Context: an optimization exercise on an open-source flow, tuned for small area, a short achievable clock period and few clock cycles per item. The choices shown serve that exercise and are no tape-out recipe. Only simulation tests tie the RTL to the original design; equivalence was not proved.

== run C ==
==> flow/design.v <==
`timescale 1ns/100ps
module alu_exec (
	input  logic [31:0] a,
	input  logic [31:0] b,
	input  logic        sub,       
	input  logic        s_add,     
	input  logic        s_slt,
	input  logic        s_sltu,
	input  logic        s_xor,
	input  logic        s_or,
	input  logic        s_and,
	input  logic        s_sll,
	input  logic        s_srl,     
	input  logic        sra,
	input  logic [3:0]  sh_lo,     
	input  logic [3:0]  sh_mid,    
	input  logic        sh_hi,     
	output logic [31:0] result
);
	logic [32:0] g [7];
	logic [32:0] t [7];
	logic [32:0] c;            
	logic [31:0] sum;
	logic        lt_s;
	logic        lt_u;
	logic [31:0] shr;
	logic [31:0] shl;
	logic [31:0] lres;
	assign g[0] = {a & b, sub};
	assign t[0] = {a | b, 1'b0};
	for (genvar l = 0; l < 6; l++) begin : g_lvl
		for (genvar i = 0; i < 33; i++) begin : g_bit
			if (i >= (1 << l)) begin : g_op
				assign g[l+1][i] = g[l][i] | (t[l][i] & g[l][i-(1<<l)]);
				assign t[l+1][i] = t[l][i] & t[l][i-(1<<l)];
			end else begin : g_pass
				assign g[l+1][i] = g[l][i];
				assign t[l+1][i] = t[l][i];
			end
		end
	end
	assign c   = g[6];
	assign sum = a ^ (b ^ c[31:0]);
	assign lt_u = !c[32];
	assign lt_s = (a[31] == b[31]) ? a[31] : sum[31];    
	logic        fill;
	logic [31:0] r1, r2, l1, l2;
	logic [46:0] ax;            
	logic [62:0] r1x, l1x;
	assign fill = sra & a[31];
	assign ax   = {{15{fill}}, a};
	always_comb begin
		for (int i = 0; i < 32; i++) begin
			r1[i] = (sh_lo[0] & ax[i]) | (sh_lo[1] & ax[i+1]) | (sh_lo[2] & ax[i+2]) | (sh_lo[3] & ax[i+3]);
			l1[i] = (sh_lo[0] & a[i]) | (sh_lo[1] & (i >= 1 ? a[(i+31)%32] : 1'b0))
			      | (sh_lo[2] & (i >= 2 ? a[(i+30)%32] : 1'b0)) | (sh_lo[3] & (i >= 3 ? a[(i+29)%32] : 1'b0));
		end
	end
	assign r1x = {{31{fill}}, r1};
	assign l1x = {l1, 31'd0};
	always_comb begin
		for (int i = 0; i < 32; i++) begin
			r2[i]  = (sh_mid[0] & r1x[i]) | (sh_mid[1] & r1x[i+4]) | (sh_mid[2] & r1x[i+8]) | (sh_mid[3] & r1x[i+12]);
			l2[i]  = (sh_mid[0] & l1x[i+31]) | (sh_mid[1] & l1x[i+27]) | (sh_mid[2] & l1x[i+23]) | (sh_mid[3] & l1x[i+19]);
		end
		for (int i = 0; i < 32; i++) begin
			shr[i] = sh_hi ? ((i + 16 < 32) ? r2[i+16] : fill) : r2[i];
			shl[i] = sh_hi ? ((i >= 16) ? l2[i-16] : 1'b0) : l2[i];
		end
	end
	assign lres = ({32{s_xor}} & ((a & ~b) | (~a & b)))
	            | ({32{s_or}}  & (a | b))
	            | ({32{s_and}} & (a & b));
	assign result = ({32{s_add}} & sum)
	              | lres
	              | ({32{s_sll}} & shl)
	              | ({32{s_srl}} & shr)
	              | {31'd0, (s_slt & lt_s) | (s_sltu & lt_u)};
endmodule
`timescale 1ns/100ps
module rv_stream_core (
	input                                CLK,
	input                                arst_n,
	input  logic                         in_valid,
	output logic                         in_ready,
	input  logic [31:0]                  in_inst,
	output logic                         out_valid,
	input  logic                         out_ready,
	output logic [5-1:0]  out_rd,
	output logic [32-1:0]        out_data
);
	logic        ev;         
	logic        e_w;        
	logic [4:0]  e_rd;
	logic [31:0] e_a;
	logic [31:0] e_b;
	logic        e_sub, e_add, e_slt, e_sltu, e_xor, e_or, e_and, e_sll, e_srl, e_sra;
	logic [3:0]  e_sh_lo;    
	logic [3:0]  e_sh_mid;   
	logic        e_sh_hi;    
	logic [31:0] e_res;
	logic        w_w;        
	logic [4:0]  w_rd;
	logic [31:1] w_we;       
	logic [31:0] w_data;
	logic        v0, v1, v2;
	logic [4:0]  q0_rd, q1_rd, q2_rd;
	logic [31:0] q0_data, q1_data, q2_data;
	logic [31:0] rf [1:31];
	logic [31:1] rfv;
	logic        take;       
	logic [2:0]  f3;
	logic        alt;
	logic [4:0]  rs1, rs2, rd;
	logic        is_op, is_opi, is_lui, dv;
	logic [31:0] imm;
	logic [31:0] rf_a, rf_b;
	logic [31:0] op_a, op_b;
	logic        fa_e, fb_e, fa_w, fb_w;
	logic        sub;
	assign take   = in_valid && in_ready;
	assign f3     = in_inst[14:12];
	assign alt    = in_inst[30];
	assign rd     = in_inst[11:7];
	assign rs1    = in_inst[19:15];
	assign rs2    = in_inst[24:20];
	assign is_op  = in_inst[6:0] == 7'h33;
	assign is_opi = in_inst[6:0] == 7'h13;
	assign is_lui = in_inst[6:0] == 7'h37;
	assign dv     = take && (is_op || is_opi || is_lui);
	assign imm    = is_lui ? {in_inst[31:12], 12'h000} : {{20{in_inst[31]}}, in_inst[31:20]};
	always_comb begin
		rf_a = '0;
		rf_b = '0;
		for (int i = 1; i < 32; i++) begin
			if (rs1 == i[4:0] && rfv[i]) rf_a = rf_a | rf[i];
			if (rs2 == i[4:0] && rfv[i]) rf_b = rf_b | rf[i];
		end
	end
	assign fa_e = e_w && (e_rd == rs1);
	assign fb_e = e_w && (e_rd == rs2);
	assign fa_w = w_w && (w_rd == rs1);
	assign fb_w = w_w && (w_rd == rs2);
	assign op_a = is_lui ? 32'd0 : fa_e ? e_res : fa_w ? w_data : rf_a;
	assign op_b = (is_opi || is_lui) ? imm : fb_e ? e_res : fb_w ? w_data : rf_b;
	assign sub  = is_op && ((f3 == 3'b000 && alt) || f3 == 3'b010 || f3 == 3'b011)
	              || is_opi && (f3 == 3'b010 || f3 == 3'b011);
	always_ff @(posedge CLK or negedge arst_n) begin
		if (!arst_n) begin
			ev  <= 1'b0;
			e_w <= 1'b0;
		end else begin
			ev  <= dv;
			e_w <= dv && (rd != 5'd0);
		end
	end
	always_ff @(posedge CLK) begin
		e_rd   <= rd;
		e_a    <= op_a;
		e_b    <= op_b ^ {32{sub}};
		e_sub  <= sub;
		e_add  <= is_lui || (is_op || is_opi) && f3 == 3'b000;
		e_slt  <= (is_op || is_opi) && f3 == 3'b010;
		e_sltu <= (is_op || is_opi) && f3 == 3'b011;
		e_xor  <= (is_op || is_opi) && f3 == 3'b100;
		e_or   <= (is_op || is_opi) && f3 == 3'b110;
		e_and  <= (is_op || is_opi) && f3 == 3'b111;
		e_sll  <= (is_op || is_opi) && f3 == 3'b001;
		e_srl  <= (is_op || is_opi) && f3 == 3'b101;
		e_sra  <= alt;
		e_sh_lo  <= 4'b0001 << op_b[1:0];
		e_sh_mid <= 4'b0001 << op_b[3:2];
		e_sh_hi  <= op_b[4];
	end
	alu_exec i_alu (
		.a      (e_a),
		.b      (e_b),
		.sub    (e_sub),
		.s_add  (e_add),
		.s_slt  (e_slt),
		.s_sltu (e_sltu),
		.s_xor  (e_xor),
		.s_or   (e_or),
		.s_and  (e_and),
		.s_sll  (e_sll),
		.s_srl  (e_srl),
		.sra    (e_sra),
		.sh_lo  (e_sh_lo),
		.sh_mid (e_sh_mid),
		.sh_hi  (e_sh_hi),
		.result (e_res)
	);
	always_ff @(posedge CLK or negedge arst_n) begin
		if (!arst_n) w_w <= 1'b0;
		else w_w <= e_w;
	end
	always_ff @(posedge CLK) begin
		w_rd   <= e_rd;
		w_data <= e_res;
	end
	for (genvar g = 1; g < 32; g++) begin : g_rf
		always_ff @(posedge CLK or negedge arst_n) begin
			if (!arst_n) begin
				w_we[g] <= 1'b0;
				rfv[g]  <= 1'b0;
			end else begin
				w_we[g] <= e_w && (e_rd == g);
				if (w_we[g]) rfv[g] <= 1'b1;
			end
		end
		always_ff @(posedge CLK) begin
			if (w_we[g]) rf[g] <= w_data;
		end
	end
	logic pop;
	logic n0, n1, n2;        
	assign pop = v0 && out_ready;
	always_comb begin
		if (pop) begin
			n0 = v1 || ev;
			n1 = v2 || (v1 && ev);
			n2 = v2 && ev;
		end else begin
			n0 = v0 || ev;
			n1 = v1 || (v0 && ev);
			n2 = v2 || (v1 && ev);
		end
	end
	always_ff @(posedge CLK or negedge arst_n) begin
		if (!arst_n) begin
			v0       <= 1'b0;
			v1       <= 1'b0;
			v2       <= 1'b0;
			in_ready <= 1'b0;
		end else begin
			v0       <= n0;
			v1       <= n1;
			v2       <= n2;
			in_ready <= !(n1 && (n2 || dv));
		end
	end
	always_ff @(posedge CLK) begin
		if (pop || !v0) begin
			q0_rd   <= v1 ? q1_rd : e_rd;
			q0_data <= v1 ? q1_data : e_res;
		end
		if (pop ? v1 : !v1) begin
			q1_rd   <= (pop && v2) ? q2_rd : e_rd;
			q1_data <= (pop && v2) ? q2_data : e_res;
		end
		if (pop ? v2 : !v2) begin
			q2_rd   <= e_rd;
			q2_data <= e_res;
		end
	end
	assign out_valid = v0;
	assign out_rd    = q0_rd;
	assign out_data  = q0_data;
endmodule
clock: 6.0 ns
lec_check: 0
cap_margin: 20
core_margin: 2
core_utilization: 30
cts_buf_list: sky130_fd_sc_hd__clkbuf_4
setup_slack_margin: 3.0
slew_margin: 20
standard.sh (not shown) runs the stock make flow with config.mk's settings and CLKGATE_MAP_FILE= SYNTH_SCRIPT=/design/flow/synth_recipe.tcl, a recipe that flattens the netlist after the stock synthesis.
==> flow/flow/run.sh <==
#!/bin/bash
# Layout flow: the standard ORFS flow (standard.sh), unchanged except that
# the buffers that buffer_ports puts on every input and output port are
# sky130_fd_sc_hd__buf_4 cells instead of the delay cells it picks by default.
set -euo pipefail
bash standard.sh synth > synth.log 2>&1
bash standard.sh "BUFFER_PORTS_ARGS=-buffer_cell sky130_fd_sc_hd__buf_4" finish > layout.log 2>&1
Testbench counts of run C, summed over its fixed seeds: cycles 32,016, items 32,000.
Inputs modified between run C and run A:
==> flow/flow/run.sh <==
#!/bin/bash
# Layout flow: the standard ORFS flow (standard.sh), unchanged except that
#  - the buffers that buffer_ports puts on every input and output port are
#    sky130_fd_sc_hd__buf_4 cells instead of the delay cells it picks by default;
#  - clock tree synthesis builds the tree from sky130_fd_sc_hd__clkbuf_4 and
#    adds no dummy load cells.
set -euo pipefail
bash standard.sh synth > synth.log 2>&1
bash standard.sh \
	"BUFFER_PORTS_ARGS=-buffer_cell sky130_fd_sc_hd__buf_4" \
	"CTS_ARGS=-sink_clustering_enable -repair_clock_nets -dont_use_dummy_load -buf_list sky130_fd_sc_hd__clkbuf_4" \
	finish > layout.log 2>&1
--- outcome ---
Result: PASS for each of run C and run A. The class of the most critical setup path comes out flop to flop in one run and input pin to flop in the other, namely in run C and run A respectively. Lower via count among run C and run A: run A. Global-route wire length before repair: run C vs run A, no meaningful difference. Between run C and run A, the non-clock buffer count figures differ only marginally.

-- port drivers added, routing unchanged --
The flow's constraints put no driver on any port. The routed layouts listed below were extracted and timed again, unchanged, in two steps.
Step 1, drivers: a clkbuf_16 drives CLK and a buf_2 each remaining input, both assumed.
Step 2 also shifts input and output timing later by t, the mid clock arrival at the registers, as if the neighbouring blocks saw the same clock.
a / b / c = no drivers / after step 1 / after step 2; a / b = the first two.
run	t (ns)	setup slack, ns	cell pins on the clock port's net
run C	1.381	2.692 / 2.677 / 1.296	1
run A	1.361	2.642 / 2.564 / 1.202	1
After both steps setup and hold are still met in every run listed. The setup slack of run A, which loses most, moves by -0.078 ns with the drivers and by -1.440 ns with both steps.
